Background: an optimization exercise with open tools, aiming at small area. Do not read the settings as production practice. At most, simulation tests tie the RTL to the original design; equivalence was not proved. Function not checked in runs 4 and 5: the RTL went through the layout flow alone. Power and IR drop assume default switching activity.

===== design/flow/design.v =====
`default_nettype none
module scan_ctrl_top (
    input  wire         clk,
    input  wire         reset,
    input  wire         rx_valid_i,
    input  wire  [7:0]  rx_data_i,
    output logic        tx_valid_o,
    output logic [7:0]  tx_data_o,
    input  wire         tx_ready_i,
    output logic        crc_err_o,
    output logic [2:0]  start_o,
    output logic [15:0] nx_pix_o,
    output logic [15:0] ny_pix_o,
    output logic [31:0] pixel_time_o
);
    localparam int SB = 19;  
    function automatic logic [7:0] crc_step(input logic [7:0] crc, input logic [7:0] data);
        logic [7:0] c;
        c = crc ^ data;
        for (int i = 0; i < 8; i++) begin
            c = c[7] ? ((c << 1) ^ 8'h07) : (c << 1);
        end
        crc_step = c;
    endfunction
    logic [4:0] rx_pos;
    logic [7:0] rx_crc;
    logic [2:0] rx_code;    
    logic       cmd_valid;
    always_ff @(posedge clk) begin
        if (reset) begin
            rx_pos    <= 5'd0;
            cmd_valid <= 1'b0;
            crc_err_o <= 1'b0;
        end else begin
            cmd_valid <= 1'b0;
            crc_err_o <= 1'b0;
            if (rx_valid_i) begin
                if (rx_pos == 5'd0) begin
                    if (rx_data_i == 8'hA5) rx_pos <= 5'd1;
                end else if (rx_pos == 5'd28) begin
                    cmd_valid <= (rx_data_i == rx_crc);
                    crc_err_o <= (rx_data_i != rx_crc);
                    rx_pos    <= 5'd0;
                end else begin
                    rx_pos <= rx_pos + 5'd1;
                end
            end
        end
    end
    always_ff @(posedge clk) begin
        if (rx_pos == 5'd0) begin
            rx_crc <= 8'h00;
        end else if (rx_valid_i && rx_pos != 5'd28) begin
            rx_crc <= crc_step(rx_crc, rx_data_i);
        end
        if (rx_valid_i && rx_pos == 5'd1) begin
            rx_code <= (rx_data_i[7:3] == 5'd0) ? rx_data_i[2:0] : 3'd7;
        end
    end
    logic       req_q;
    logic [1:0] pbank;       
    logic [1:0] cnt;
    logic       accept, is_cfg;
    logic       ack;
    assign accept = cmd_valid && (start_o == 3'b000) && !req_q;
    assign is_cfg = !rx_code[2];
    always_ff @(posedge clk) begin
        if (reset) begin
            req_q   <= 1'b0;
            start_o <= 3'b000;
            cnt     <= 2'd0;
        end else begin
            if (accept && is_cfg) begin
                req_q <= 1'b1;
            end else if (ack) begin
                req_q <= 1'b0;
            end
            if (accept && rx_code[2] && rx_code != 3'd7) begin
                start_o <= {rx_code == 3'd6, rx_code == 3'd5, rx_code == 3'd4};
                cnt     <= 2'd3;
            end else if (cnt != 2'd0) begin
                cnt <= cnt - 2'd1;
            end else begin
                start_o <= 3'b000;
            end
        end
    end
    always_ff @(posedge clk) begin
        if (accept && is_cfg) pbank <= rx_code[1:0];
    end
    logic [1:0] s_ptr, t_ptr, p_ptr;
    assign p_ptr = 2'd3 - s_ptr - t_ptr;
    always_ff @(posedge clk) begin
        if (reset) begin
            s_ptr <= 2'd0;
            t_ptr <= 2'd2;
        end else if (accept && is_cfg) begin
            s_ptr <= p_ptr;
        end else if (ack) begin
            t_ptr <= p_ptr;
        end
    end
    logic [SB*8-1:0] slot [3];
    logic            rx_shift, tx_shift;
    logic [4:0]      tx_pos;
    assign rx_shift = rx_valid_i && rx_pos != 5'd0 && rx_pos <= 5'd20;
    always_ff @(posedge clk) begin
        for (int k = 0; k < 3; k++) begin
            if ((rx_shift && s_ptr == 2'(k)) || (tx_shift && t_ptr == 2'(k))) begin
                slot[k] <= {slot[k][(SB-1)*8-1:0], rx_data_i};
            end
        end
    end
    logic [SB*8-1:0] st;
    always_comb begin
        case (s_ptr)
            2'd0:    st = slot[0];
            2'd1:    st = slot[1];
            default: st = slot[2];
        endcase
    end
    always_ff @(posedge clk) begin
        if (reset) begin
            nx_pix_o     <= '0;
            ny_pix_o     <= '0;
            pixel_time_o <= '0;
        end else if (accept && rx_code == 3'd0) begin
            nx_pix_o     <= st[17*8 +: 16];
            ny_pix_o     <= st[15*8 +: 16];
            pixel_time_o <= st[3*8 +: 32];
        end
    end
    logic [1:0] tbank;
    logic [7:0] tx_crc;
    logic [7:0] top;
    logic       xfer;
    logic       in_data;
    logic [4:0] nbytes;
    assign tx_valid_o = (tx_pos != 5'd0);
    assign xfer       = tx_valid_o && tx_ready_i;
    assign ack        = (tx_pos == 5'd0) && req_q;
    assign in_data    = (tx_pos >= 5'd3) && (tx_pos <= 5'd28);
    assign tx_shift   = xfer && in_data;
    always_comb begin
        case (t_ptr)
            2'd0:    top = slot[0][(SB-1)*8 +: 8];
            2'd1:    top = slot[1][(SB-1)*8 +: 8];
            default: top = slot[2][(SB-1)*8 +: 8];
        endcase
    end
    always_comb begin
        case (tbank)
            2'd0:    nbytes = 5'd16;
            2'd1:    nbytes = 5'd18;
            2'd2:    nbytes = 5'd19;
            default: nbytes = 5'd13;
        endcase
    end
    always_comb begin
        if (tx_pos == 5'd1)      tx_data_o = 8'hA5;
        else if (tx_pos == 5'd2) tx_data_o = {6'd0, tbank};
        else if (tx_pos == 5'd29) tx_data_o = tx_crc;
        else if (tx_pos - 5'd3 < nbytes) tx_data_o = top;
        else                     tx_data_o = 8'hF0;
    end
    always_ff @(posedge clk) begin
        if (reset) begin
            tx_pos <= 5'd0;
        end else if (tx_pos == 5'd0) begin
            if (req_q) tx_pos <= 5'd1;
        end else if (xfer) begin
            tx_pos <= (tx_pos == 5'd29) ? 5'd0 : tx_pos + 5'd1;
        end
    end
    always_ff @(posedge clk) begin
        if (ack) tbank <= pbank;
        if (tx_pos == 5'd0) begin
            tx_crc <= 8'h00;
        end else if (xfer && tx_pos >= 5'd2 && tx_pos <= 5'd28) begin
            tx_crc <= crc_step(tx_crc, tx_data_o);
        end
    end
endmodule
`default_nettype wire

===== design/flow/run.sh =====
#!/bin/bash
# synth_recipe.tcl (not shown) runs the flow's synth.tcl, then flattens the netlist and writes it again
# the make line also repeats each setting of config.mk as NAME=value (left out here)
make -C /OpenROAD-flow-scripts/flow DESIGN_CONFIG=/design/flow/config.mk WORK_HOME=/design/flow/orfs CLKGATE_MAP_FILE= SYNTH_SCRIPT=/design/flow/synth_recipe.tcl finish

===== design/flow/constraint.sdc =====
create_clock -name core_clock -period 6.0 [get_ports {clk}]
set_input_delay 1.2000 -clock core_clock [delete_from_list [all_inputs] [get_ports {clk}]]
set_output_delay 1.2000 -clock core_clock [all_outputs]
set_load 0.01 [all_outputs]

===== design/flow/config.mk =====
export PLATFORM = sky130hd
export DESIGN_NAME = scan_ctrl_top
export DESIGN_NICKNAME = scan_ctrl_top
export VERILOG_FILES = /design/flow/design.v
export SDC_FILE = /design/flow/constraint.sdc
export NUM_CORES = 4
export LEC_CHECK = 0
export CAP_MARGIN = 20
export CORE_MARGIN = 2
export CORE_UTILIZATION = 40
export CTS_BUF_LIST = sky130_fd_sc_hd__clkbuf_4
export CTS_CLUSTER_SIZE = 30
export SLEW_MARGIN = 20

==> results of run 1 <==
## critical path, cell delays in order, from the launching register on
cell	delay [ns]
sky130_fd_sc_hd__dfxtp_1	0.54
sky130_fd_sc_hd__ha_1	0.47
sky130_fd_sc_hd__nand4_1	0.83
sky130_fd_sc_hd__a31oi_1	0.44
sky130_fd_sc_hd__a21boi_0	0.26
sky130_fd_sc_hd__clkdlybuf4s50_1	0.58
## cell families (layout without fill, tap and decap cells)
logic type / Yosys count / in the layout / share of synthesized area
AO/OA/AOI/OAI: 242 / 242 / 0.0667
buffers and inverters: 81 / 366 / 0.0160
other: 0 / 1 / 0
adder cells (fa/ha/maj): 19 / 19 / 0.0116
AND/OR/NAND/NOR: 326 / 326 / 0.0683
multiplexers: 82 / 82 / 0.0406
XOR/XNOR: 41 / 41 / 0.0179
flip-flops: 565 / 565 / 0.779
## per-stage QoR
stage	std cells	cell area [sq um]	total power, mW	hold WS [ns]
finish	2314	24000	7.71	0.389
detailed placement	2056	22100	4.37	0.405
CTS	2313	24000	7.85	0.396
global route	2314	24000	8.08	0.397
global placement	2056	22100	4.36	0.400
floorplan	1356	20500	4.34	0.400
## cell usage in the layout (no fill, tap or decap), types with 13 or more instances in the layout
cell type	n
sky130_fd_sc_hd__a21oi_1	166
sky130_fd_sc_hd__xnor2_1	23
sky130_fd_sc_hd__clkbuf_4	224
sky130_fd_sc_hd__edfxtp_1	463
sky130_fd_sc_hd__xor2_1	17
sky130_fd_sc_hd__inv_1	13
sky130_fd_sc_hd__clkinv_1	16
sky130_fd_sc_hd__ha_1	19
sky130_fd_sc_hd__nand3_1	15
sky130_fd_sc_hd__mux2i_1	73
sky130_fd_sc_hd__clkdlybuf4s50_1	87
sky130_fd_sc_hd__dfxtp_1	100
sky130_fd_sc_hd__nor2_1	238
sky130_fd_sc_hd__nand2_1	18
sky130_fd_sc_hd__o21ai_0	27
## flip-flops by register name (all words and copies together) (netlist names)
name,cells
nx_pix_o,16
rx_code,3
pixel_time_o,32
t_ptr,2
rx_pos,5
s_ptr,2
pbank,2
crc_err_o,1
tx_pos,5
tx_crc,8
ny_pix_o,16
slot,456
start_o,3
req_q,1
tbank,2
cnt,2
cmd_valid,1
rx_crc,8
## cells in the mapped netlist (all sizes together), types with 4 or more instances
cell type    n  area share
nand3       15      0.0037
xnor2       24       0.011
or3          9      0.0028
a21oi      168       0.041
and3         4      0.0012
mux2i       73       0.036
a211oi       6      0.0024
mux2         9      0.0050
nand4        5      0.0015
o21ai       35      0.0091
nor2       238       0.044
and2         4      0.0012
dfxtp      102        0.10
nor3        13      0.0034
ha          19       0.012
clkbuf      52      0.0095
edfxtp     463        0.68
nand2       20      0.0038
inv         14      0.0026
xor2        17      0.0073
o31ai        4      0.0017
buf         15      0.0039
## power groups by stage
stage | registers, mW | logic, mW | clock network (mW)
global route | 4.19 | 0.102 | 3.79
floorplan | 4.28 | 0.0616 | 0
detailed placement | 4.28 | 0.0893 | 0
finish | 4.19 | 0.0874 | 3.43
global placement | 4.28 | 0.0846 | 0
CTS | 4.19 | 0.0897 | 3.56
## area by class of cell
cell class / count / area (sq um)
Multi-Input combinational cell: 710 / 4240
Fill cell: 4390 / 26300
Tap cell: 672 / 841
Sequential cell: 565 / 16000
Timing Repair Buffer: 95 / 968
Clock inverter: 33 / 308
Antenna cell: 1 / 2.50
Clock buffer: 224 / 1680
Inverter: 14 / 52.6
## per-layer routing
| metal | up-vias | GRT usage |
|---|---|---|
| met3 | 55 | 0.0433 |
| met2 | 281 | 0.209 |
| met4 | 0 | 0.0536 |
| li1 | 5457 | - |
| met5 | - | 0 |
| met1 | 5206 | 0.192 |
## worst min-delay path by stage
stage                      start           end  cells after the start
global route        slot[2][113]  slot[2][121]                      0
CTS                 slot[2][113]  slot[2][121]                      0
global placement     slot[1][70]   slot[1][78]                      0
detailed placement   slot[0][96]  slot[0][104]                      0
finish              slot[2][113]  slot[2][121]                      0
floorplan            slot[0][92]  slot[0][100]                      0
==> flow_summary.html, run 1 <==
<table>
<tr><th>Metric</th><th>Value</th></tr>
<tr><th colspan="2">Critical path</th></tr>
<tr><td>Critical path startpoint</td><td>tx_pos[0]</td></tr>
<tr><td>CP endpoint</td><td>tx_data_o[4]</td></tr>
<tr><td>Worst R2R Setup Slack</td><td>about 2.4 ns</td></tr>
<tr><td>Critical Setup Path Class</td><td>reg -&gt; out</td></tr>
<tr><td>Crit path capture type</td><td>output pin</td></tr>
<tr><td>Category of the worst setup path launch point</td><td>flop</td></tr>
<tr><td>Length in cells of the worst reg-to-reg path</td><td>8</td></tr>
<tr><td>Terminus of the critical flop-to-flop path</td><td>slot[2][141]</td></tr>
<tr><td>Worst r2r src</td><td>tx_pos[2]</td></tr>
<tr><td>CP required</td><td>between 4 and 5 ns</td></tr>
<tr><td>Crit path max fanout</td><td>21</td></tr>
<tr><td>Arrival time of the worst setup path</td><td>3.93 ns</td></tr>
<tr><th colspan="2">Clock network</th></tr>
<tr><td>Number of buffers added to fix hold violations after cts</td><td>0</td></tr>
<tr><td>H-Tree Depth</td><td>4</td></tr>
<tr><td>Clock tree from TritonCTS</td><td>yes</td></tr>
<tr><td>Maximum clock path buffer count</td><td>3</td></tr>
<tr><td>Cts bufs inserted</td><td>~140</td></tr>
<tr><td>CTS clk-pin slew, worst paths</td><td>roughly 0.07 ns</td></tr>
<tr><td>Number of sinks driven by the clock tree</td><td>~570</td></tr>
<tr><td>Resized cells post-CTS</td><td>0</td></tr>
<tr><td>Later-pin clock latency in the skew report</td><td>approximately 0.80 ns</td></tr>
<tr><td>Root cell of the clock tree</td><td>sky130_fd_sc_hd__clkbuf_4</td></tr>
<tr><td>Post-CTS repair timing setup buffer count</td><td>0</td></tr>
<tr><th colspan="2">Die</th></tr>
<tr><td>I/O pin cnt</td><td>89</td></tr>
<tr><td>Horizontal die dimension</td><td>between 200 and 250 microns</td></tr>
<tr><td>Site row count</td><td>82</td></tr>
<tr><td>Initial Utilization</td><td>0.406</td></tr>
<tr><td>Die height</td><td>230 microns</td></tr>
<tr><td>Total Die Area</td><td>approximately 53000 sq um</td></tr>
<tr><td>Core area</td><td>50400 sq um</td></tr>
<tr><th colspan="2">Worst hold path</th></tr>
<tr><td>Kind of path behind the tightest hold check</td><td>reg -&gt; reg</td></tr>
<tr><th colspan="2">Power</th></tr>
<tr><td>Seq pwr share</td><td>0.544</td></tr>
<tr><td>Sw frac</td><td>0.198</td></tr>
<tr><td>Cell internal power dissipation</td><td>about 6.2 mW</td></tr>
<tr><td>Net Sw Power</td><td>1.53 mW</td></tr>
<tr><td>Peak supply drop</td><td>approximately 200 uV</td></tr>
<tr><td>LEAKAGE</td><td>around 8.0 nW</td></tr>
<tr><td>Part of the power in the clock network</td><td>0.445</td></tr>
<tr><td>Fraction of power consumed by combinational cells</td><td>0.011</td></tr>
<tr><td>Areal power density over the cells</td><td>between 300 and 400 nW/um^2</td></tr>
<tr><th colspan="2">STA</th></tr>
<tr><td>Setup-failing EPs final</td><td>0</td></tr>
<tr><td>Normalized max-slew margin</td><td>0.213</td></tr>
<tr><td>Worst setup margin</td><td>about 0.87 ns</td></tr>
<tr><td>Tmin final</td><td>5.13 ns</td></tr>
<tr><td>Final-report max-slew violation count</td><td>0</td></tr>
<tr><td>Slew at the pin with the worst max-slew slack</td><td>~1.2 ns</td></tr>
<tr><td>Setup TNS</td><td>0 ns</td></tr>
<tr><td>RSZ-0062 raised after global routing</td><td>no</td></tr>
<tr><td>Fraction of the cycle the final worst path needs</td><td>0.855</td></tr>
<tr><td>Worst-case clock skew</td><td>between 0.04 and 0.05 ns</td></tr>
<tr><td>Number of failing hold endpoints at the final stage</td><td>0</td></tr>
<tr><td>Max Freq</td><td>about 200 MHz</td></tr>
<tr><th colspan="2">Global route</th></tr>
<tr><td>Vias in the first global route</td><td>~11000</td></tr>
<tr><td>Sum of overflow across all layers after global routing</td><td>0</td></tr>
<tr><td>Maximum number of pins on one net before global-route repair</td><td>153</td></tr>
<tr><td>Global Route Usage Sum</td><td>0.140</td></tr>
<tr><td>Initial antenna violation count</td><td>1</td></tr>
<tr><td>Global-route wire length before repair</td><td>58600 microns</td></tr>
<tr><th colspan="2">Status</th></tr>
<tr><td>Result of the run</td><td>timing/DRC/antenna clean</td></tr>
<tr><th colspan="2">Placed design</th></tr>
<tr><td>Number of port buffers</td><td>88</td></tr>
<tr><td>Worst-case setup slack after placement</td><td>~1.7 ns</td></tr>
<tr><td>Final RePlAce weighted congestion</td><td>just over 0.8</td></tr>
<tr><td>Post-detail-place hpwl</td><td>between 20000 and 25000 microns</td></tr>
<tr><th colspan="2">Routing</th></tr>
<tr><td>Drt via density</td><td>4.75</td></tr>
<tr><td>Routed wire length on met2</td><td>about 16000 microns</td></tr>
<tr><td>Number of nets still failing antenna checks after routing</td><td>0</td></tr>
<tr><td>DR pass1 iterations</td><td>5</td></tr>
<tr><td>Iteration-0 DRC count of the detailed router</td><td>820</td></tr>
<tr><td>Final wirelength</td><td>36200 microns</td></tr>
<tr><td>Met1 WL</td><td>17400 microns</td></tr>
<tr><td>Highest metal layer used by the detailed router</td><td>met4</td></tr>
<tr><td>Routed WL per cell</td><td>between 15 and 20 microns</td></tr>
<tr><td>Via Count</td><td>approximately 11000</td></tr>
<tr><td>Residual DRC count</td><td>0</td></tr>
<tr><td>Met3 wirelength from detailed routing</td><td>1830 microns</td></tr>
<tr><th colspan="2">Yosys</th></tr>
<tr><td>Netlist area before placement</td><td>slightly above 20000 sq um</td></tr>
<tr><td>Synth warnings</td><td>2</td></tr>
<tr><td>Ys flop type</td><td>sky130_fd_sc_hd__edfxtp_1</td></tr>
<tr><td>Post-Synthesis Mean Instance Area</td><td>~15 sq um</td></tr>
<tr><td>Post-synthesis sequential area ratio</td><td>0.779</td></tr>
<tr><td>Nets in the synthesized netlist</td><td>roughly 1400</td></tr>
<tr><td>Share of synthesized registers carrying an async set or reset</td><td>0</td></tr>
<tr><td>Post-synth EDFFs</td><td>roughly 460</td></tr>
<tr><td>Count of state elements after synthesis</td><td>between 500 and 600</td></tr>
<tr><td>Number of different library cells in the post-synthesis netlist</td><td>between 60 and 70</td></tr>
<tr><td>Instance count of the mapped netlist</td><td>around 1400</td></tr>
<tr><th colspan="2">Cells and area</th></tr>
<tr><td>Area growth from synthesis to layout</td><td>17.5%</td></tr>
<tr><td>Share of final-layout standard cells stronger than drive strength 1</td><td>0.169</td></tr>
<tr><td>Final core utilization</td><td>0.477</td></tr>
<tr><td>Number of nets in the layout</td><td>about 1600</td></tr>
<tr><th colspan="2">Run</th></tr>
<tr><td>Count of max-cap constraint violations</td><td>0</td></tr>
</table>
==> inputs of run 2 (changes only) <==
==> design/flow/config.mk (replaced) <==
export PLATFORM = sky130hd
export DESIGN_NAME = scan_ctrl_top
export DESIGN_NICKNAME = scan_ctrl_top
export VERILOG_FILES = /design/flow/design.v
export SDC_FILE = /design/flow/constraint.sdc
export NUM_CORES = 4
export LEC_CHECK = 0
export ABC_AREA = 1
export CAP_MARGIN = 20
export CORE_MARGIN = 2
export CORE_UTILIZATION = 40
export CTS_BUF_LIST = sky130_fd_sc_hd__clkbuf_8
export CTS_CLUSTER_SIZE = 40
export SLEW_MARGIN = 20
==> run 2 against run 1 <==
- sequential share of layout area up 1.6 points
- die area down 1.6%
- register-to-register slack improved by 0.12 ns
- first-iteration DRC count grew 2.8%
- critical path depth grew 7
- utilization decreased by 0.75 points
- total power decreased by 6.3%
- synthesized cell count increased by 2.4%
- sequential power about the same
- setup slack better by 0.54 ns
- cell area shrank 2.4%
- fmax rose by 12%
- critical path type unchanged
==> flow_summary.html, run 2 <==
<table>
<tr><th>Metric</th><th>Value</th></tr>
<tr><th colspan="2">Global route</th></tr>
<tr><td>Global-route wire length before repair</td><td>about 60000 microns</td></tr>
<tr><td>Global Route Usage Sum</td><td>0.143</td></tr>
<tr><td>Sum of overflow across all layers after global routing</td><td>0</td></tr>
<tr><td>Initial antenna violation count</td><td>0</td></tr>
<tr><td>Maximum number of pins on one net before global-route repair</td><td>153</td></tr>
<tr><td>Vias in the first global route</td><td>between 10000 and 15000</td></tr>
<tr><th colspan="2">Power</th></tr>
<tr><td>Peak supply drop</td><td>roughly 280 uV</td></tr>
<tr><td>Areal power density over the cells</td><td>slightly above 300 nW/um^2</td></tr>
<tr><td>Part of the power in the clock network</td><td>0.413</td></tr>
<tr><td>Overall power</td><td>slightly above 7 mW</td></tr>
<tr><td>Seq pwr share</td><td>0.579</td></tr>
<tr><td>LEAKAGE</td><td>between 8 and 9 nW</td></tr>
<tr><td>Sw frac</td><td>0.205</td></tr>
<tr><td>Fraction of power consumed by combinational cells</td><td>0.007</td></tr>
<tr><td>Cell internal power dissipation</td><td>roughly 5.7 mW</td></tr>
<tr><td>Net Sw Power</td><td>between 1 and 1.5 mW</td></tr>
<tr><th colspan="2">Critical path</th></tr>
<tr><td>Largest stage delay on the critical path</td><td>0.57 ns</td></tr>
<tr><td>Arrival time of the worst setup path</td><td>about 3.4 ns</td></tr>
<tr><td>Length in cells of the worst reg-to-reg path</td><td>9</td></tr>
<tr><td>Category of the worst setup path launch point</td><td>flop</td></tr>
<tr><td>Crit path capture type</td><td>output pin</td></tr>
<tr><td>Crit path max fanout</td><td>7</td></tr>
<tr><td>Critical Setup Path Class</td><td>reg -&gt; out</td></tr>
<tr><td>Master of the slowest instance on the critical path</td><td>sky130_fd_sc_hd__clkdlybuf4s50_1</td></tr>
<tr><td>List of cells traversed by the critical path</td><td>ha_1 &gt; o31ai_1 &gt; o21ai_0 &gt; ha_1 &gt; nand2_1 &gt; inv_1 &gt; nand2_1 &gt; nand2_1 &gt; nor3_1 &gt; o21ai_0 &gt; a21oi_1 &gt; clkdlybuf4s50_1</td></tr>
<tr><td>Cell seen most often among critical-path stages</td><td>sky130_fd_sc_hd__nand2_1</td></tr>
<tr><td>CP required</td><td>4.80 ns</td></tr>
<tr><th colspan="2">STA</th></tr>
<tr><td>Final-report max-slew violation count</td><td>0</td></tr>
<tr><td>Fraction of the cycle the final worst path needs</td><td>0.765</td></tr>
<tr><td>Slew at the pin with the worst max-slew slack</td><td>0.985 ns</td></tr>
<tr><td>Number of failing hold endpoints at the final stage</td><td>0</td></tr>
<tr><td>Setup TNS</td><td>0 ns</td></tr>
<tr><td>Normalized max-slew margin</td><td>0.343</td></tr>
<tr><td>Setup-failing EPs final</td><td>0</td></tr>
<tr><td>Max Freq</td><td>218 MHz</td></tr>
<tr><td>Worst setup margin</td><td>~1.4 ns</td></tr>
<tr><td>Tmin final</td><td>4.59 ns</td></tr>
<tr><td>Worst-case clock skew</td><td>0.0237 ns</td></tr>
<tr><td>RSZ-0062 raised after global routing</td><td>no</td></tr>
<tr><th colspan="2">Cells and area</th></tr>
<tr><td>Number of nets in the layout</td><td>1557</td></tr>
<tr><td>Register with the highest flop count</td><td>slot</td></tr>
<tr><td>Share of final-layout standard cells stronger than drive strength 1</td><td>0.116</td></tr>
<tr><td>Total area of multi-input combinational cells</td><td>about 3700 sq um</td></tr>
<tr><td>Antenna diode count</td><td>0</td></tr>
<tr><td>Most common cell after layout, fill and taps aside</td><td>sky130_fd_sc_hd__edfxtp_1</td></tr>
<tr><td>Area growth from synthesis to layout</td><td>16.5%</td></tr>
<tr><td>Commonest cells after routing, fill and taps aside</td><td>sky130_fd_sc_hd__edfxtp_1, sky130_fd_sc_hd__nand2_1, sky130_fd_sc_hd__inv_1</td></tr>
<tr><td>Number of flip-flops in the largest register</td><td>about 460</td></tr>
<tr><td>Storage element area</td><td>~16000 sq um</td></tr>
<tr><td>Number of fill cells</td><td>around 4400</td></tr>
<tr><td>Final core utilization</td><td>0.470</td></tr>
<tr><td>Largest registers</td><td>slot: 456 flops, pixel_time_o: 32 flops</td></tr>
<tr><th colspan="2">Yosys</th></tr>
<tr><td>Synth warnings</td><td>2</td></tr>
<tr><td>Netlist area before placement</td><td>roughly 20000 sq um</td></tr>
<tr><td>Post-synthesis sequential area ratio</td><td>0.792</td></tr>
<tr><td>Share of the synthesized area in compound gates (AO/OA/AOI/OAI)</td><td>0.0648</td></tr>
<tr><td>Share of synthesized registers carrying an async set or reset</td><td>0</td></tr>
<tr><td>Post-synth EDFFs</td><td>roughly 460</td></tr>
<tr><td>Post-synthesis mux area share</td><td>0</td></tr>
<tr><td>Combinational family with the most area after synthesis</td><td>simple AND/OR/NAND/NOR gates</td></tr>
<tr><td>Nets in the synthesized netlist</td><td>1419</td></tr>
<tr><td>Cell type with the largest total area after synthesis</td><td>sky130_fd_sc_hd__edfxtp_1</td></tr>
<tr><td>Xor/xnor share of the synthesized area</td><td>0.00956</td></tr>
<tr><td>Post-Synthesis Mean Instance Area</td><td>between 10 and 15 sq um</td></tr>
<tr><td>Share of Yosys cell area claimed by the top area cell type</td><td>0.690</td></tr>
<tr><td>Most numerous cell in the Yosys netlist</td><td>sky130_fd_sc_hd__edfxtp_1</td></tr>
<tr><td>Leading cell types by total area after synthesis</td><td>sky130_fd_sc_hd__edfxtp_1, sky130_fd_sc_hd__dfxtp_1, sky130_fd_sc_hd__nand2_1, sky130_fd_sc_hd__a41oi_1, sky130_fd_sc_hd__o21ai_0</td></tr>
<tr><td>Post-synthesis adder-cell area fraction</td><td>0.0118</td></tr>
<tr><td>Count of state elements after synthesis</td><td>565</td></tr>
<tr><td>Instance count of the mapped netlist</td><td>1388</td></tr>
<tr><td>Simple-gate share of the synthesized area</td><td>0.0950</td></tr>
<tr><td>Most frequent cells after synthesis</td><td>sky130_fd_sc_hd__edfxtp_1, sky130_fd_sc_hd__nand2_1, sky130_fd_sc_hd__dfxtp_1, sky130_fd_sc_hd__o21ai_0, sky130_fd_sc_hd__inv_1</td></tr>
<tr><td>Ys flop type</td><td>sky130_fd_sc_hd__edfxtp_1</td></tr>
<tr><td>Number of different library cells in the post-synthesis netlist</td><td>between 40 and 50</td></tr>
<tr><th colspan="2">Clock network</th></tr>
<tr><td>Post-CTS repair timing setup buffer count</td><td>0</td></tr>
<tr><td>H-Tree Depth</td><td>3</td></tr>
<tr><td>Number of sinks driven by the clock tree</td><td>roughly 570</td></tr>
<tr><td>Number of buffers added to fix hold violations after cts</td><td>0</td></tr>
<tr><td>Clock tree from TritonCTS</td><td>yes</td></tr>
<tr><td>Root cell of the clock tree</td><td>sky130_fd_sc_hd__clkbuf_8</td></tr>
<tr><td>Maximum clock path buffer count</td><td>3</td></tr>
<tr><td>Resized cells post-CTS</td><td>0</td></tr>
<tr><td>Later-pin clock latency in the skew report</td><td>between 0.6 and 0.7 ns</td></tr>
<tr><td>Cts bufs inserted</td><td>a little under 90</td></tr>
<tr><td>CTS clk-pin slew, worst paths</td><td>around 0.070 ns</td></tr>
<tr><th colspan="2">Routing</th></tr>
<tr><td>Routed WL per cell</td><td>about 16 microns</td></tr>
<tr><td>Final wirelength</td><td>roughly 37000 microns</td></tr>
<tr><td>Iteration-0 DRC count of the detailed router</td><td>843</td></tr>
<tr><td>Number of nets still failing antenna checks after routing</td><td>0</td></tr>
<tr><td>Drt via density</td><td>around 4.9</td></tr>
<tr><td>Via Count</td><td>between 10000 and 15000</td></tr>
<tr><td>Residual DRC count</td><td>0</td></tr>
<tr><td>DR pass1 iterations</td><td>5</td></tr>
<tr><th colspan="2">Die</th></tr>
<tr><td>Site row count</td><td>82</td></tr>
<tr><td>Die height</td><td>228 microns</td></tr>
<tr><td>Total Die Area</td><td>52200 sq um</td></tr>
<tr><td>Initial Utilization</td><td>0.403</td></tr>
<tr><td>Horizontal die dimension</td><td>228 microns</td></tr>
<tr><td>Core area</td><td>between 40000 and 50000 sq um</td></tr>
<tr><td>I/O pin cnt</td><td>89</td></tr>
<tr><th colspan="2">Placed design</th></tr>
<tr><td>Final RePlAce weighted congestion</td><td>0.838</td></tr>
<tr><td>Post-detail-place hpwl</td><td>about 21000 microns</td></tr>
<tr><td>Worst-case setup slack after placement</td><td>1.83 ns</td></tr>
<tr><td>Number of port buffers</td><td>between 80 and 90</td></tr>
<tr><th colspan="2">Worst hold path</th></tr>
<tr><td>Kind of path behind the tightest hold check</td><td>reg -&gt; reg</td></tr>
<tr><td>Worst hold path stage count</td><td>0</td></tr>
<tr><th colspan="2">Run</th></tr>
<tr><td>Count of max-cap constraint violations</td><td>0</td></tr>
<tr><th colspan="2">Status</th></tr>
<tr><td>Result of the run</td><td>timing/DRC/antenna clean</td></tr>
</table>
==> run 2: metrics by stage <==
stage	instance area, sq um	instances	hold WS [ns]
floorplan	20200	1388	0.400
global placement	21800	2108	0.400
detailed placement	21800	2108	0.405
CTS	23500	2273	0.407
global route	23500	2273	0.415
finish	23500	2273	0.408
==> run 2: power groups by stage <==
| stage | clock, mW | combinational [mW] | sequential [mW] |
|---|---|---|---|
| 2_1_floorplan | 0 | 0.0290 | 4.27 |
| 3_3_place_gp | 0 | 0.0523 | 4.27 |
| 3_5_place_dp | 0 | 0.0527 | 4.27 |
| 4_1_cts | 3.10 | 0.0531 | 4.19 |
| 5_1_grt | 3.27 | 0.0576 | 4.18 |
| 6_report | 2.99 | 0.0516 | 4.19 |
==> run 2: cell families after synthesis <==
group,Yosys count
flops,565
simple gates,441
compound gates,205
buf+inv,136
xor+xnor,22
fa+ha+maj,19
==> run 2: per-layer routing <==
layer,share of wire,GRT usage
met5,0,0
met4,0.029,0.0578
met3,0.061,0.0409
met2,0.46,0.217
met1,0.45,0.194
==> run 2: area by class of cell <==
| cell class | instances | area share |
|---|---|---|
| flip-flops and latches | 565 | 0.679 |
| multi-input cells | 687 | 0.158 |
| clock buffers | 97 | 0.0569 |
| repair buffers | 97 | 0.0420 |
| well taps | 672 | 0.0358 |
| inverters | 87 | 0.0142 |
| clock inverters | 68 | 0.0140 |
==> run 2: path summary, 6_finish.rpt <==
kind	slack [ns]	to	from
worst max register to register	2.47	slot[0][46]	rx_pos[0]
worst max-delay path	1.41	tx_data_o[3]	tx_pos[0]
worst min-delay path	0.41	slot[1][68]	slot[1][60]
worst min register to register	0.41	slot[1][68]	slot[1][60]
==> run 2: worst max-delay path: cells and delay by family, from the launching register on <==
| family | cells | cell delay (ns) |
|---|---|---|
| AOI/OAI and AO/OA | 4 | 0.68 |
| DFF | 1 | 0.38 |
| adders and majority gates | 2 | 0.63 |
| buffers and inverters | 2 | 0.61 |
| and+or+nand+nor | 4 | 0.46 |
==> inputs of run 3 (changes only) <==
==> design/flow/config.mk (replaced) <==
export PLATFORM = sky130hd
export DESIGN_NAME = scan_ctrl_top
export DESIGN_NICKNAME = scan_ctrl_top
export VERILOG_FILES = /design/flow/design.v
export SDC_FILE = /design/flow/constraint.sdc
export NUM_CORES = 4
export LEC_CHECK = 0
export CAP_MARGIN = 20
export CORE_MARGIN = 2
export CORE_UTILIZATION = 40
export SLEW_MARGIN = 20
==> run 3 against run 2 <==
- still clean
- non-clock buffer count down 2
- synthesized cell count down 2.3%
- clock power up 13%
- via count down 4.9%
- sequential share of layout area down 1.1 points
- global-route usage down 0.68 points
- utilization up 0.37 points
- critical endpoint is now tx_data_o[4]
- largest cell class unchanged
==> flow_summary.html, run 3 <==
<table>
<tr><th>Metric</th><th>Value</th></tr>
<tr><th colspan="2">Status</th></tr>
<tr><td>Result of the run</td><td>timing/DRC/antenna clean</td></tr>
<tr><th colspan="2">Routing</th></tr>
<tr><td>DR pass1 iterations</td><td>5</td></tr>
<tr><td>Iteration-0 DRC count of the detailed router</td><td>roughly 820</td></tr>
<tr><td>Number of nets still failing antenna checks after routing</td><td>0</td></tr>
<tr><td>Final wirelength</td><td>35600 microns</td></tr>
<tr><td>Drt via density</td><td>4.88</td></tr>
<tr><td>Routed WL per cell</td><td>approximately 17 microns</td></tr>
<tr><td>Residual DRC count</td><td>0</td></tr>
<tr><td>Via Count</td><td>10500</td></tr>
<tr><th colspan="2">Clock network</th></tr>
<tr><td>Clock tree from TritonCTS</td><td>yes</td></tr>
<tr><td>Cts bufs inserted</td><td>54</td></tr>
<tr><td>Later-pin clock latency in the skew report</td><td>0.61 ns</td></tr>
<tr><td>CTS clk-pin slew, worst paths</td><td>approximately 0.060 ns</td></tr>
<tr><td>Maximum clock path buffer count</td><td>3</td></tr>
<tr><td>Number of buffers added to fix hold violations after cts</td><td>0</td></tr>
<tr><td>Resized cells post-CTS</td><td>0</td></tr>
<tr><td>Root cell of the clock tree</td><td>sky130_fd_sc_hd__clkbuf_16</td></tr>
<tr><td>Post-CTS repair timing setup buffer count</td><td>0</td></tr>
<tr><td>H-Tree Depth</td><td>2</td></tr>
<tr><td>Number of sinks driven by the clock tree</td><td>roughly 570</td></tr>
<tr><th colspan="2">Cells and area</th></tr>
<tr><td>Final core utilization</td><td>0.474</td></tr>
<tr><td>Number of fill cells</td><td>roughly 4300</td></tr>
<tr><td>Area growth from synthesis to layout</td><td>16.5%</td></tr>
<tr><td>Most common cell after layout, fill and taps aside</td><td>sky130_fd_sc_hd__edfxtp_1</td></tr>
<tr><td>Total area of multi-input combinational cells</td><td>roughly 4200 sq um</td></tr>
<tr><td>Largest registers</td><td>slot: 456 flops, pixel_time_o: 32 flops</td></tr>
<tr><td>Number of flip-flops in the largest register</td><td>~460</td></tr>
<tr><td>Storage element area</td><td>approximately 16000 sq um</td></tr>
<tr><td>Register with the highest flop count</td><td>slot</td></tr>
<tr><td>Commonest cells after routing, fill and taps aside</td><td>sky130_fd_sc_hd__edfxtp_1, sky130_fd_sc_hd__nor2_1, sky130_fd_sc_hd__a21oi_1</td></tr>
<tr><td>Number of nets in the layout</td><td>about 1500</td></tr>
<tr><td>Antenna diode count</td><td>0</td></tr>
<tr><td>Non-filler instance count after layout</td><td>between 2000 and 2500</td></tr>
<tr><td>Share of final-layout standard cells stronger than drive strength 1</td><td>0.0775</td></tr>
<tr><th colspan="2">STA</th></tr>
<tr><td>Number of failing hold endpoints at the final stage</td><td>0</td></tr>
<tr><td>Setup-failing EPs final</td><td>0</td></tr>
<tr><td>Final-report max-slew violation count</td><td>0</td></tr>
<tr><td>RSZ-0062 raised after global routing</td><td>no</td></tr>
<tr><td>Fraction of the cycle the final worst path needs</td><td>0.823</td></tr>
<tr><td>Slew at the pin with the worst max-slew slack</td><td>1.20 ns</td></tr>
<tr><td>Tmin final</td><td>4.94 ns</td></tr>
<tr><td>Setup TNS</td><td>0 ns</td></tr>
<tr><td>Normalized max-slew margin</td><td>0.202</td></tr>
<tr><td>Worst-case clock skew</td><td>just over 0.02 ns</td></tr>
<tr><td>Hold Worst Slack</td><td>slightly above 0.4 ns</td></tr>
<tr><td>Max Freq</td><td>about 200 MHz</td></tr>
<tr><th colspan="2">Power</th></tr>
<tr><td>Areal power density over the cells</td><td>between 300 and 400 nW/um^2</td></tr>
<tr><td>Peak supply drop</td><td>~230 uV</td></tr>
<tr><td>LEAKAGE</td><td>approximately 7.7 nW</td></tr>
<tr><th colspan="2">Yosys</th></tr>
<tr><td>Ys flop type</td><td>sky130_fd_sc_hd__edfxtp_1</td></tr>
<tr><td>Count of state elements after synthesis</td><td>565</td></tr>
<tr><td>Most numerous cell in the Yosys netlist</td><td>sky130_fd_sc_hd__edfxtp_1</td></tr>
<tr><td>Share of synthesized registers carrying an async set or reset</td><td>0</td></tr>
<tr><td>Post-synth EDFFs</td><td>463</td></tr>
<tr><td>Most frequent cells after synthesis</td><td>sky130_fd_sc_hd__edfxtp_1, sky130_fd_sc_hd__nor2_1, sky130_fd_sc_hd__a21oi_1, sky130_fd_sc_hd__dfxtp_1, sky130_fd_sc_hd__mux2i_1</td></tr>
<tr><td>Number of different library cells in the post-synthesis netlist</td><td>67</td></tr>
<tr><td>Cell type with the largest total area after synthesis</td><td>sky130_fd_sc_hd__edfxtp_1</td></tr>
<tr><td>Share of Yosys cell area claimed by the top area cell type</td><td>0.679</td></tr>
<tr><td>Instance count of the mapped netlist</td><td>between 1000 and 1500</td></tr>
<tr><td>Netlist area before placement</td><td>~20000 sq um</td></tr>
<tr><td>Nets in the synthesized netlist</td><td>about 1400</td></tr>
<tr><td>Leading cell types by total area after synthesis</td><td>sky130_fd_sc_hd__edfxtp_1, sky130_fd_sc_hd__dfxtp_1, sky130_fd_sc_hd__nor2_1, sky130_fd_sc_hd__a21oi_1, sky130_fd_sc_hd__mux2i_1</td></tr>
<tr><td>Post-synthesis sequential area ratio</td><td>0.779</td></tr>
<tr><td>Synth warnings</td><td>2</td></tr>
<tr><td>Post-Synthesis Mean Instance Area</td><td>15.1 sq um</td></tr>
<tr><th colspan="2">Critical path</th></tr>
<tr><td>Largest stage delay on the critical path</td><td>between 0.8 and 0.9 ns</td></tr>
<tr><td>CP required</td><td>4.80 ns</td></tr>
<tr><td>Worst R2R Setup Slack</td><td>2.31 ns</td></tr>
<tr><td>Master of the slowest instance on the critical path</td><td>sky130_fd_sc_hd__nand4_1</td></tr>
<tr><td>Worst r2r src</td><td>tx_pos[2]</td></tr>
<tr><td>Arrival time of the worst setup path</td><td>~3.7 ns</td></tr>
<tr><td>List of cells traversed by the critical path</td><td>ha_1 &gt; nand4_1 &gt; a31oi_1 &gt; a21boi_0 &gt; clkdlybuf4s50_1</td></tr>
<tr><td>Critical path startpoint</td><td>tx_pos[0]</td></tr>
<tr><td>Critical Setup Path Class</td><td>reg -&gt; out</td></tr>
<tr><td>Terminus of the critical flop-to-flop path</td><td>slot[2][126]</td></tr>
<tr><td>Crit path max fanout</td><td>21</td></tr>
<tr><td>Length in cells of the worst reg-to-reg path</td><td>8</td></tr>
<tr><td>Category of the worst setup path launch point</td><td>flop</td></tr>
<tr><td>Crit path capture type</td><td>output pin</td></tr>
<tr><th colspan="2">Die</th></tr>
<tr><td>Die height</td><td>~230 microns</td></tr>
<tr><td>I/O pin cnt</td><td>89</td></tr>
<tr><td>Site row count</td><td>82</td></tr>
<tr><td>Initial Utilization</td><td>0.406</td></tr>
<tr><td>Total Die Area</td><td>approximately 53000 sq um</td></tr>
<tr><td>Horizontal die dimension</td><td>roughly 230 microns</td></tr>
<tr><td>Core area</td><td>between 50000 and 60000 sq um</td></tr>
<tr><th colspan="2">Placed design</th></tr>
<tr><td>Inst Count DP</td><td>2056</td></tr>
<tr><td>Post-detail-place hpwl</td><td>20800 microns</td></tr>
<tr><td>Final RePlAce weighted congestion</td><td>just over 0.8</td></tr>
<tr><td>Number of port buffers</td><td>a little under 90</td></tr>
<tr><th colspan="2">Global route</th></tr>
<tr><td>Vias in the first global route</td><td>10200</td></tr>
<tr><td>Global Route Usage Sum</td><td>0.136</td></tr>
<tr><td>Maximum number of pins on one net before global-route repair</td><td>153</td></tr>
<tr><td>Initial antenna violation count</td><td>0</td></tr>
<tr><td>Global-route wire length before repair</td><td>approximately 57000 microns</td></tr>
<tr><td>Sum of overflow across all layers after global routing</td><td>0</td></tr>
<tr><th colspan="2">Worst hold path</th></tr>
<tr><td>Hold path start</td><td>slot[1][10]</td></tr>
<tr><td>Worst hold path stage count</td><td>0</td></tr>
<tr><td>Kind of path behind the tightest hold check</td><td>reg -&gt; reg</td></tr>
<tr><td>Capture endpoint of the worst hold path</td><td>slot[1][18]</td></tr>
<tr><th colspan="2">Run</th></tr>
<tr><td>Count of max-cap constraint violations</td><td>0</td></tr>
</table>
## run 3: cell count changes after synthesis, moves of 14 or more
cell	before	now
sky130_fd_sc_hd__nand3_1	45	15
sky130_fd_sc_hd__inv_1	74	13
sky130_fd_sc_hd__nand2_1	310	19
sky130_fd_sc_hd__a21oi_1	39	166
sky130_fd_sc_hd__o21ai_0	84	28
sky130_fd_sc_hd__a41oi_1	64	2
sky130_fd_sc_hd__nor2_1	32	238
sky130_fd_sc_hd__nand2_2	15	1
sky130_fd_sc_hd__mux2i_1	0	73
sky130_fd_sc_hd__clkbuf_1	32	52
## run 3: where the power goes
| part | internal [mW] | switching, mW |
|---|---|---|
| sequential | 4.19 | 0.00291 |
| combinational | 0.0361 | 0.0515 |
| clock | 1.97 | 1.42 |
## run 3: final cells by class
class / instances / area share
Inverter: 14 / 0.00220
Sequential cell: 565 / 0.669
Clock inverter: 27 / 0.0130
Tap cell: 672 / 0.0352
Multi-Input combinational cell: 710 / 0.178
Clock buffer: 72 / 0.0625
Timing Repair Buffer: 95 / 0.0406
## run 3: critical path, delay by kind of cell (launching register included)
| kind | cells | cell delay (ns) |
|---|---|---|
| compound gates | 2 | 0.70 |
| fa+ha+maj | 1 | 0.48 |
| buf+inv | 1 | 0.58 |
| flops | 1 | 0.54 |
| simple gates | 1 | 0.83 |
## run 3: worst max path at each step
stage	to	slack [ns]
after global routing	tx_data_o[4]	0.83
final	tx_data_o[4]	1.06
after global placement	tx_data_o[1]	1.77
after detailed placement	tx_data_o[4]	1.71
after floorplan	slot[0][0]	0.19
after CTS	tx_data_o[4]	1.06
## run 3: cells by family after synthesis
logic type,Yosys count,synth area share
simple gates,326,0.0683
mux,82,0.0406
flops,565,0.779
xor+xnor,41,0.0179
compound gates,242,0.0667
fa+ha+maj,19,0.0116
buf+inv,81,0.0160
## run 3: per-stage QoR
stage | area (sq um) | worst slack [ns] | total power, mW
2_1_floorplan | 20500 | 0.190 | 4.34
3_3_place_gp | 22100 | 1.77 | 4.36
3_5_place_dp | 22100 | 1.71 | 4.37
4_1_cts | 23900 | 1.06 | 7.77
5_1_grt | 23900 | 0.828 | 7.94
6_report | 23900 | 1.06 | 7.67
## run 3: per-layer routing
layer / track usage / vias to the layer above / wire [microns]
li1: - / 5176 / -
met1: 0.196 / 5061 / 17300
met2: 0.207 / 216 / 15900
met3: 0.0257 / 53 / 1540
met4: 0.0470 / 0 / 851
met5: 0 / - / 0
==> inputs of run 4 (changes only) <==
--- a/design/flow/design.v
+++ b/design/flow/design.v
@@ -88,36 +88,32 @@
     always_ff @(posedge clk) begin
         if (accept && is_cfg) pbank <= rx_code[1:0];
     end
-    logic [1:0] s_ptr, t_ptr, p_ptr;
-    assign p_ptr = 2'd3 - s_ptr - t_ptr;
+    logic [2:0] s_oh, t_oh;
     always_ff @(posedge clk) begin
         if (reset) begin
-            s_ptr <= 2'd0;
-            t_ptr <= 2'd2;
+            s_oh <= 3'b001;
         end else if (accept && is_cfg) begin
-            s_ptr <= p_ptr;
-        end else if (ack) begin
-            t_ptr <= p_ptr;
+            s_oh <= {s_oh[1:0], s_oh[2]};
         end
     end
+    assign t_oh = req_q ? {s_oh[1:0], s_oh[2]} : {s_oh[0], s_oh[2:1]};
     logic [SB*8-1:0] slot [3];
     logic            rx_shift, tx_shift;
     logic [4:0]      tx_pos;
     assign rx_shift = rx_valid_i && rx_pos != 5'd0 && rx_pos <= 5'd20;
     always_ff @(posedge clk) begin
         for (int k = 0; k < 3; k++) begin
-            if ((rx_shift && s_ptr == 2'(k)) || (tx_shift && t_ptr == 2'(k))) begin
+            if ((rx_shift && s_oh[k]) || (tx_shift && t_oh[k])) begin
                 slot[k] <= {slot[k][(SB-1)*8-1:0], rx_data_i};
             end
         end
     end
     logic [SB*8-1:0] st;
     always_comb begin
-        case (s_ptr)
-            2'd0:    st = slot[0];
-            2'd1:    st = slot[1];
-            default: st = slot[2];
-        endcase
+        st = '0;
+        for (int k = 0; k < 3; k++) begin
+            if (s_oh[k]) st = st | slot[k];
+        end
     end
     always_ff @(posedge clk) begin
         if (reset) begin
@@ -142,11 +138,10 @@
     assign in_data    = (tx_pos >= 5'd3) && (tx_pos <= 5'd28);
     assign tx_shift   = xfer && in_data;
     always_comb begin
-        case (t_ptr)
-            2'd0:    top = slot[0][(SB-1)*8 +: 8];
-            2'd1:    top = slot[1][(SB-1)*8 +: 8];
-            default: top = slot[2][(SB-1)*8 +: 8];
-        endcase
+        top = '0;
+        for (int k = 0; k < 3; k++) begin
+            if (t_oh[k]) top = top | slot[k][(SB-1)*8 +: 8];
+        end
     end
     always_comb begin
         case (tbank)
==> design/flow/flow/run.sh (new file) <==
#!/bin/bash
set -euo pipefail
export BUFFER_PORTS_ARGS="-buffer_cell sky130_fd_sc_hd__buf_1"
export CTS_ARGS="-sink_clustering_enable -repair_clock_nets -dont_use_dummy_load -buf_list sky130_fd_sc_hd__clkbuf_8 -sink_clustering_size 12 -sink_clustering_max_diameter 300"
bash standard.sh > standard_make.log 2>&1
==> design/flow/standard.sh (new file) <==
#!/bin/bash
# synth_recipe.tcl (not shown) runs the flow's synth.tcl, then flattens the netlist and writes it again
# the make line also repeats each setting of config.mk as NAME=value (left out here)
make -C /OpenROAD-flow-scripts/flow DESIGN_CONFIG=/design/flow/config.mk WORK_HOME=/design/flow/orfs CLKGATE_MAP_FILE= SYNTH_SCRIPT=/design/flow/synth_recipe.tcl "${@:-finish}"
--- a/design/flow/config.mk
+++ b/design/flow/config.mk
@@ -5,7 +5,8 @@
 export SDC_FILE = /design/flow/constraint.sdc
 export NUM_CORES = 4
 export LEC_CHECK = 0
+export ABC_AREA = 1
 export CAP_MARGIN = 20
 export CORE_MARGIN = 2
-export CORE_UTILIZATION = 40
+export CORE_UTILIZATION = 65
 export SLEW_MARGIN = 20
removed: design/flow/run.sh
==> run 4 against run 3 <==
- setup slack improved by 0.69 ns
- critical endpoint is now tx_data_o[3]
- largest cell class unchanged
- die area down 39%
- clock power down 45%
- total power is 15% lower
- critical path type unchanged
==> flow_summary.html, run 4 <==
<table>
<tr><th>Metric</th><th>Value</th></tr>
<tr><th colspan="2">Placed design</th></tr>
<tr><td>Post-detail-place hpwl</td><td>20900 microns</td></tr>
<tr><td>Final RePlAce weighted congestion</td><td>about 0.83</td></tr>
<tr><td>Cell Area, Placed</td><td>20900 sq um</td></tr>
<tr><td>Number of port buffers</td><td>just under 90</td></tr>
<tr><td>Inst Count DP</td><td>~1800</td></tr>
<tr><th colspan="2">Clock network</th></tr>
<tr><td>Number of buffers added to fix hold violations after cts</td><td>0</td></tr>
<tr><td>Clock tree from TritonCTS</td><td>yes</td></tr>
<tr><td>CTS clk-pin slew, worst paths</td><td>0.08 ns</td></tr>
<tr><td>Post-CTS repair timing setup buffer count</td><td>0</td></tr>
<tr><td>Later-pin clock latency in the skew report</td><td>between 0.5 and 0.6 ns</td></tr>
<tr><td>Root cell of the clock tree</td><td>sky130_fd_sc_hd__clkbuf_8</td></tr>
<tr><td>Number of sinks driven by the clock tree</td><td>roughly 560</td></tr>
<tr><td>Resized cells post-CTS</td><td>0</td></tr>
<tr><td>H-Tree Depth</td><td>2</td></tr>
<tr><td>Maximum clock path buffer count</td><td>3</td></tr>
<tr><td>Cts bufs inserted</td><td>52</td></tr>
<tr><th colspan="2">Yosys</th></tr>
<tr><td>Post-Synthesis Mean Instance Area</td><td>~15 sq um</td></tr>
<tr><td>Share of Yosys cell area claimed by the top area cell type</td><td>0.690</td></tr>
<tr><td>Post-synthesis sequential area ratio</td><td>0.790</td></tr>
<tr><td>Number of different library cells in the post-synthesis netlist</td><td>44</td></tr>
<tr><td>Most numerous cell in the Yosys netlist</td><td>sky130_fd_sc_hd__edfxtp_1</td></tr>
<tr><td>Netlist area before placement</td><td>20200 sq um</td></tr>
<tr><td>Most frequent cells after synthesis</td><td>sky130_fd_sc_hd__edfxtp_1, sky130_fd_sc_hd__nand2_1, sky130_fd_sc_hd__dfxtp_1, sky130_fd_sc_hd__o21ai_0, sky130_fd_sc_hd__inv_1</td></tr>
<tr><td>Ys flop type</td><td>sky130_fd_sc_hd__edfxtp_1</td></tr>
<tr><td>Post-synth EDFFs</td><td>463</td></tr>
<tr><td>Synth warnings</td><td>2</td></tr>
<tr><td>Cell type with the largest total area after synthesis</td><td>sky130_fd_sc_hd__edfxtp_1</td></tr>
<tr><td>Instance count of the mapped netlist</td><td>~1400</td></tr>
<tr><td>Leading cell types by total area after synthesis</td><td>sky130_fd_sc_hd__edfxtp_1, sky130_fd_sc_hd__dfxtp_1, sky130_fd_sc_hd__nand2_1, sky130_fd_sc_hd__a41oi_1, sky130_fd_sc_hd__o21ai_0</td></tr>
<tr><td>Nets in the synthesized netlist</td><td>between 1000 and 1500</td></tr>
<tr><td>Share of synthesized registers carrying an async set or reset</td><td>0</td></tr>
<tr><td>Count of state elements after synthesis</td><td>roughly 560</td></tr>
<tr><th colspan="2">Cells and area</th></tr>
<tr><td>Register with the highest flop count</td><td>slot</td></tr>
<tr><td>Fin area</td><td>around 22000 sq um</td></tr>
<tr><td>Largest registers</td><td>slot: 456 flops, pixel_time_o: 32 flops</td></tr>
<tr><td>Area growth from synthesis to layout</td><td>7.57%</td></tr>
<tr><td>Number of flip-flops in the largest register</td><td>around 460</td></tr>
<tr><td>Final core utilization</td><td>0.709</td></tr>
<tr><td>Antenna diode count</td><td>0</td></tr>
<tr><td>Most common cell after layout, fill and taps aside</td><td>sky130_fd_sc_hd__edfxtp_1</td></tr>
<tr><td>Number of nets in the layout</td><td>1528</td></tr>
<tr><td>Share of final-layout standard cells stronger than drive strength 1</td><td>0.0849</td></tr>
<tr><td>Commonest cells after routing, fill and taps aside</td><td>sky130_fd_sc_hd__edfxtp_1, sky130_fd_sc_hd__nand2_1, sky130_fd_sc_hd__dfxtp_1</td></tr>
<tr><td>Non-filler instance count after layout</td><td>approximately 1900</td></tr>
<tr><th colspan="2">Critical path</th></tr>
<tr><td>CP required</td><td>4.80 ns</td></tr>
<tr><td>Critical Setup Path Class</td><td>reg -&gt; out</td></tr>
<tr><td>Arrival time of the worst setup path</td><td>between 3 and 4 ns</td></tr>
<tr><td>Worst R2R Setup Slack</td><td>roughly 2.9 ns</td></tr>
<tr><td>Crit path max fanout</td><td>6</td></tr>
<tr><td>Category of the worst setup path launch point</td><td>flop</td></tr>
<tr><td>Crit path capture type</td><td>output pin</td></tr>
<tr><th colspan="2">Routing</th></tr>
<tr><td>Via Count</td><td>approximately 11000</td></tr>
<tr><td>Iteration-0 DRC count of the detailed router</td><td>approximately 1000</td></tr>
<tr><td>Number of nets still failing antenna checks after routing</td><td>0</td></tr>
<tr><td>Final wirelength</td><td>about 35000 microns</td></tr>
<tr><td>DR pass1 iterations</td><td>5</td></tr>
<tr><td>Routed WL per cell</td><td>~19 microns</td></tr>
<tr><td>Drt via density</td><td>~5.7</td></tr>
<tr><td>Residual DRC count</td><td>0</td></tr>
<tr><th colspan="2">STA</th></tr>
<tr><td>Slew at the pin with the worst max-slew slack</td><td>just under 0.9 ns</td></tr>
<tr><td>Number of failing hold endpoints at the final stage</td><td>0</td></tr>
<tr><td>Normalized max-slew margin</td><td>0.412</td></tr>
<tr><td>Setup-failing EPs final</td><td>0</td></tr>
<tr><td>Tmin final</td><td>roughly 4.2 ns</td></tr>
<tr><td>RSZ-0062 raised after global routing</td><td>no</td></tr>
<tr><td>Worst-case clock skew</td><td>a little over 0.06 ns</td></tr>
<tr><td>Hold Worst Slack</td><td>between 0.3 and 0.4 ns</td></tr>
<tr><td>Fraction of the cycle the final worst path needs</td><td>0.708</td></tr>
<tr><td>Max Freq</td><td>about 240 MHz</td></tr>
<tr><td>Final-report max-slew violation count</td><td>0</td></tr>
<tr><th colspan="2">Die</th></tr>
<tr><td>Total Die Area</td><td>32400 sq um</td></tr>
<tr><td>Horizontal die dimension</td><td>~180 microns</td></tr>
<tr><td>Site row count</td><td>64</td></tr>
<tr><td>Die height</td><td>180 microns</td></tr>
<tr><td>I/O pin cnt</td><td>89</td></tr>
<tr><td>Initial Utilization</td><td>0.659</td></tr>
<tr><td>Core area</td><td>around 31000 sq um</td></tr>
<tr><th colspan="2">Power</th></tr>
<tr><td>Sw frac</td><td>0.204</td></tr>
<tr><td>Peak supply drop</td><td>237 uV</td></tr>
<tr><td>Seq pwr share</td><td>0.668</td></tr>
<tr><td>LEAKAGE</td><td>roughly 7.3 nW</td></tr>
<tr><td>Net Sw Power</td><td>1.33 mW</td></tr>
<tr><td>Cell internal power dissipation</td><td>approximately 5.2 mW</td></tr>
<tr><td>Fraction of power consumed by combinational cells</td><td>0.046</td></tr>
<tr><td>Part of the power in the clock network</td><td>0.286</td></tr>
<tr><td>Overall power</td><td>6.49 mW</td></tr>
<tr><td>Areal power density over the cells</td><td>about 300 nW/um^2</td></tr>
<tr><th colspan="2">Status</th></tr>
<tr><td>Result of the run</td><td>timing/DRC/antenna clean</td></tr>
<tr><th colspan="2">Global route</th></tr>
<tr><td>Global-route wire length before repair</td><td>56300 microns</td></tr>
<tr><td>Initial antenna violation count</td><td>0</td></tr>
<tr><td>Global Route Usage Sum</td><td>0.219</td></tr>
<tr><td>Maximum number of pins on one net before global-route repair</td><td>153</td></tr>
<tr><td>Vias in the first global route</td><td>10500</td></tr>
<tr><td>Sum of overflow across all layers after global routing</td><td>0</td></tr>
<tr><th colspan="2">Run</th></tr>
<tr><td>Count of max-cap constraint violations</td><td>0</td></tr>
<tr><th colspan="2">Worst hold path</th></tr>
<tr><td>Kind of path behind the tightest hold check</td><td>reg -&gt; reg</td></tr>
</table>
[run 4: changes by cell type after synthesis, sizes merged, moves of 11 or more]
| cell | previous run | this run |
|---|---|---|
| a21oi | 168 | 42 |
| a41oi | 2 | 62 |
| clkbuf | 52 | 29 |
| inv | 14 | 84 |
| mux2i | 73 | 0 |
| nand2 | 20 | 342 |
| nand3 | 15 | 55 |
| nor2 | 238 | 30 |
| o21ai | 35 | 94 |
| xnor2 | 24 | 13 |
[run 4: cell type report]
type | count | area [sq um]
Fill cell | 2055 | 8910
Tap cell | 396 | 495
Timing Repair Buffer | 100 | 490
Clock buffer | 52 | 716
Inverter | 87 | 332
Multi-Input combinational cell | 693 | 3720
Sequential cell | 564 | 15900
[run 4: critical path, stage by stage (launching register included)]
cell and delay [ns]:
sky130_fd_sc_hd__dfxtp_1 0.37, sky130_fd_sc_hd__nor3_4 0.38, sky130_fd_sc_hd__inv_1 0.11, sky130_fd_sc_hd__o21ai_0 0.25, sky130_fd_sc_hd__ha_1 0.29, sky130_fd_sc_hd__nand2_1 0.07, sky130_fd_sc_hd__inv_1 0.04, sky130_fd_sc_hd__nand2_1 0.05
sky130_fd_sc_hd__nand2_1 0.08, sky130_fd_sc_hd__nor2_2 0.28, sky130_fd_sc_hd__nand2_1 0.10, sky130_fd_sc_hd__nand2_1 0.08, sky130_fd_sc_hd__nand2_1 0.07, sky130_fd_sc_hd__a21oi_1 0.14, sky130_fd_sc_hd__buf_1 0.17
[run 4: layer usage]
layer / routed length, microns / part of all wire / up-vias / GRT usage
li1: - / - / 5174 / -
met1: 15800 / 0.45 / 5210 / 0.319
met2: 16600 / 0.47 / 330 / 0.349
met3: 1870 / 0.053 / 62 / 0.0350
met4: 821 / 0.023 / 0 / 0.0645
met5: 0 / 0 / - / 0
[run 4: cells by family (layout without fill, tap and decap cells)]
kind of cell	Yosys count	in the layout	synth area share
DFF	564	564	0.790
and+or+nand+nor	445	445	0.0968
AOI/OAI and AO/OA	207	207	0.0650
buffers and inverters	133	239	0.0270
xor gates and xnor gates	23	23	0.00999
adders and majority gates	18	18	0.0112
[run 4: per-stage QoR]
stage / TNS [ns] / worst slack, ns
finish: 0 / 1.75
global route: 0 / 1.44
CTS: 0 / 1.74
detailed placement: 0 / 2.36
global placement: 0 / 2.42
floorplan: -1284.01 / -2.82
[run 4: worst paths after layout]
check                                 start      endpoint  cells past startpoint
worst max-delay path              tx_pos[4]  tx_data_o[3]                     14
worst min-delay path            slot[2][97]  slot[2][105]                      0
worst max register to register    rx_pos[0]  slot[1][147]                      9
worst min register to register  slot[2][97]  slot[2][105]                      0
[run 4: power groups by stage]
stage	logic (mW)	clock network (mW)	registers, mW
3_5_place_dp	0.296	0	4.42
4_1_cts	0.296	1.94	4.33
5_1_grt	0.336	2.07	4.34
6_report	0.298	1.86	4.33
2_1_floorplan	0.215	0	4.43
3_3_place_gp	0.291	0	4.42
==> inputs of run 5 (changes only) <==
--- a/design/flow/config.mk
+++ b/design/flow/config.mk
@@ -8,5 +8,5 @@
 export ABC_AREA = 1
 export CAP_MARGIN = 20
 export CORE_MARGIN = 2
-export CORE_UTILIZATION = 65
+export CORE_UTILIZATION = 40
 export SLEW_MARGIN = 20
==> run 5 against run 4 <==
- synthesized area did not move
- critical path type unchanged
- setup slack improved by 0.022 ns
- clock-buffer cell count did not move
- register-to-register slack got worse by 0.09 ns
- global-route usage fell by 7.7 points
- final cell count rose by 15%
- via count rose by 0.15%
- synthesized cell count did not move
- critical path depth fell by 2
- routed wire length rose by 5.3%
- clock skew rose by 0.0092 ns
==> flow_summary.html, run 5 <==
<table>
<tr><th>Metric</th><th>Value</th></tr>
<tr><th colspan="2">Global route</th></tr>
<tr><td>Vias in the first global route</td><td>10700</td></tr>
<tr><td>Initial antenna violation count</td><td>0</td></tr>
<tr><td>Maximum number of pins on one net before global-route repair</td><td>approximately 150</td></tr>
<tr><td>Global Route Usage Sum</td><td>0.142</td></tr>
<tr><td>Sum of overflow across all layers after global routing</td><td>0</td></tr>
<tr><td>Global-route wire length before repair</td><td>approximately 60000 microns</td></tr>
<tr><th colspan="2">Critical path</th></tr>
<tr><td>Crit path max fanout</td><td>6</td></tr>
<tr><td>Arrival time of the worst setup path</td><td>about 3.0 ns</td></tr>
<tr><td>Worst r2r src</td><td>rx_pos[0]</td></tr>
<tr><td>Length in cells of the worst reg-to-reg path</td><td>9</td></tr>
<tr><td>Crit path capture type</td><td>output pin</td></tr>
<tr><td>Worst R2R Setup Slack</td><td>~2.8 ns</td></tr>
<tr><td>Critical path startpoint</td><td>tx_pos[2]</td></tr>
<tr><td>Critical Setup Path Class</td><td>reg -&gt; out</td></tr>
<tr><td>Category of the worst setup path launch point</td><td>flop</td></tr>
<tr><th colspan="2">Yosys</th></tr>
<tr><td>Post-synthesis sequential area ratio</td><td>0.790</td></tr>
<tr><td>Post-Synthesis Mean Instance Area</td><td>roughly 15 sq um</td></tr>
<tr><td>Synth warnings</td><td>2</td></tr>
<tr><td>Cell type with the largest total area after synthesis</td><td>sky130_fd_sc_hd__edfxtp_1</td></tr>
<tr><td>Most numerous cell in the Yosys netlist</td><td>sky130_fd_sc_hd__edfxtp_1</td></tr>
<tr><td>Share of synthesized registers carrying an async set or reset</td><td>0</td></tr>
<tr><td>Nets in the synthesized netlist</td><td>1420</td></tr>
<tr><td>Post-synth EDFFs</td><td>between 400 and 500</td></tr>
<tr><td>Leading cell types by total area after synthesis</td><td>sky130_fd_sc_hd__edfxtp_1, sky130_fd_sc_hd__dfxtp_1, sky130_fd_sc_hd__nand2_1, sky130_fd_sc_hd__a41oi_1, sky130_fd_sc_hd__o21ai_0</td></tr>
<tr><th colspan="2">Routing</th></tr>
<tr><td>Final wirelength</td><td>about 37000 microns</td></tr>
<tr><td>Iteration-0 DRC count of the detailed router</td><td>~840</td></tr>
<tr><td>Routed WL per cell</td><td>17.0 microns</td></tr>
<tr><td>Number of nets still failing antenna checks after routing</td><td>0</td></tr>
<tr><td>Drt via density</td><td>~5</td></tr>
<tr><td>DR pass1 iterations</td><td>5</td></tr>
<tr><td>Via Count</td><td>10800</td></tr>
<tr><th colspan="2">Die</th></tr>
<tr><td>I/O pin cnt</td><td>around 90</td></tr>
<tr><td>Horizontal die dimension</td><td>around 230 microns</td></tr>
<tr><td>Die height</td><td>~230 microns</td></tr>
<tr><td>Initial Utilization</td><td>0.403</td></tr>
<tr><td>Site row count</td><td>82</td></tr>
<tr><th colspan="2">Power</th></tr>
<tr><td>Areal power density over the cells</td><td>approximately 300 nW/um^2</td></tr>
<tr><td>Overall power</td><td>approximately 6.5 mW</td></tr>
<tr><td>Sw frac</td><td>0.210</td></tr>
<tr><td>Cell internal power dissipation</td><td>between 5 and 6 mW</td></tr>
<tr><td>Net Sw Power</td><td>roughly 1.4 mW</td></tr>
<tr><td>Seq pwr share</td><td>0.663</td></tr>
<tr><th colspan="2">STA</th></tr>
<tr><td>Worst-case clock skew</td><td>0.0699 ns</td></tr>
<tr><td>Slew at the pin with the worst max-slew slack</td><td>1.03 ns</td></tr>
<tr><td>Setup TNS</td><td>0 ns</td></tr>
<tr><td>Final-report max-slew violation count</td><td>0</td></tr>
<tr><td>Max Freq</td><td>around 240 MHz</td></tr>
<tr><td>Normalized max-slew margin</td><td>0.316</td></tr>
<tr><td>Setup-failing EPs final</td><td>0</td></tr>
<tr><td>RSZ-0062 raised after global routing</td><td>no</td></tr>
<tr><th colspan="2">Clock network</th></tr>
<tr><td>Number of sinks driven by the clock tree</td><td>roughly 560</td></tr>
<tr><td>CTS clk-pin slew, worst paths</td><td>about 0.08 ns</td></tr>
<tr><td>Later-pin clock latency in the skew report</td><td>between 0.6 and 0.7 ns</td></tr>
<tr><td>Cts bufs inserted</td><td>52</td></tr>
<tr><td>Maximum clock path buffer count</td><td>3</td></tr>
<tr><td>Root cell of the clock tree</td><td>sky130_fd_sc_hd__clkbuf_8</td></tr>
<tr><td>H-Tree Depth</td><td>2</td></tr>
<tr><td>Post-CTS repair timing setup buffer count</td><td>0</td></tr>
<tr><td>Number of buffers added to fix hold violations after cts</td><td>0</td></tr>
<tr><th colspan="2">Cells and area</th></tr>
<tr><td>Register with the highest flop count</td><td>slot</td></tr>
<tr><td>Number of flip-flops in the largest register</td><td>between 400 and 500</td></tr>
<tr><td>Largest registers</td><td>slot: 456 flops, pixel_time_o: 32 flops</td></tr>
<tr><td>Share of final-layout standard cells stronger than drive strength 1</td><td>0.0855</td></tr>
<tr><td>Number of nets in the layout</td><td>between 1500 and 2000</td></tr>
<tr><td>Non-filler instance count after layout</td><td>roughly 2200</td></tr>
<tr><td>Most common cell after layout, fill and taps aside</td><td>sky130_fd_sc_hd__edfxtp_1</td></tr>
<tr><th colspan="2">Status</th></tr>
<tr><td>Result of the run</td><td>timing/DRC/antenna clean</td></tr>
<tr><th colspan="2">Placed design</th></tr>
<tr><td>Post-detail-place hpwl</td><td>between 20000 and 25000 microns</td></tr>
<tr><td>Number of port buffers</td><td>between 80 and 90</td></tr>
<tr><th colspan="2">Run</th></tr>
<tr><td>Count of max-cap constraint violations</td><td>0</td></tr>
<tr><th colspan="2">Worst hold path</th></tr>
<tr><td>Kind of path behind the tightest hold check</td><td>reg -&gt; reg</td></tr>
</table>
## run 5: worst max-delay path, stage by stage (launching register included)
cell,delay [ns]
sky130_fd_sc_hd__dfxtp_1,0.41
sky130_fd_sc_hd__nor3_4,0.37
sky130_fd_sc_hd__inv_1,0.11
sky130_fd_sc_hd__o21ai_0,0.17
sky130_fd_sc_hd__ha_1,0.26
sky130_fd_sc_hd__a21oi_1,0.17
sky130_fd_sc_hd__nand2_1,0.11
sky130_fd_sc_hd__nor2_2,0.26
sky130_fd_sc_hd__nand3_1,0.13
sky130_fd_sc_hd__nand2_1,0.08
sky130_fd_sc_hd__nand2_1,0.09
sky130_fd_sc_hd__nand2_1,0.11
sky130_fd_sc_hd__buf_1,0.16
## run 5: power groups by stage
stage	Clock, mW	Sequential, mW	Combinational [mW]
after global placement	0	4.42	0.291
after detailed placement	0	4.42	0.302
after CTS	2.00	4.33	0.303
after floorplan	0	4.43	0.215
after global routing	2.15	4.34	0.338
final	1.91	4.33	0.300
## run 5: how the worst min path moves through the flow
stage / depth (start not counted) / endpoint / slack [ns] / start
after floorplan: 0 / slot[0][100] / 0.40 / slot[0][92]
after global placement: 0 / slot[1][88] / 0.40 / slot[1][80]
after detailed placement: 0 / slot[0][120] / 0.40 / slot[0][112]
after CTS: 0 / slot[0][120] / 0.38 / slot[0][112]
after global routing: 0 / slot[0][120] / 0.40 / slot[0][112]
final: 0 / slot[0][120] / 0.40 / slot[0][112]
## run 5: logic make-up after synthesis
family / after synthesis / synth area share
AOI/OAI and AO/OA: 207 / 0.0650
and+or+nand+nor: 445 / 0.0968
buffers and inverters: 133 / 0.0270
xor gates and xnor gates: 23 / 0.00999
adders and majority gates: 18 / 0.0112
DFF: 564 / 0.790
## run 5: per-layer routing
layer	track usage	wire length [microns]	vias up
li1	-	-	5182
met1	0.201	17200	5290
met2	0.222	17000	267
met3	0.0322	2010	53
met4	0.0406	763	0
met5	0	0	-
## run 5: per-stage QoR
| stage | hold slack [ns] | setup slack (ns) | instance area [sq um] | util |
|---|---|---|---|---|
| final | 0.396 | 1.77 | 22000 | 0.441 |
| after global routing | 0.398 | 1.46 | 22000 | 0.441 |
| after CTS | 0.383 | 1.72 | 22000 | 0.441 |
| after detailed placement | 0.405 | 2.41 | 21300 | 0.427 |
| after global placement | 0.401 | 2.43 | 21300 | 0.426 |
| after floorplan | 0.400 | -2.82 | 20200 | - |
## run 5: final cells by class
type / count / area [sq um]
tap: 672 / 841
timing repair buffer: 101 / 498
multi-input combinational: 693 / 3720
fill: 4498 / 27900
sequential: 564 / 15900
inverter: 87 / 332
clock buffer: 52 / 716
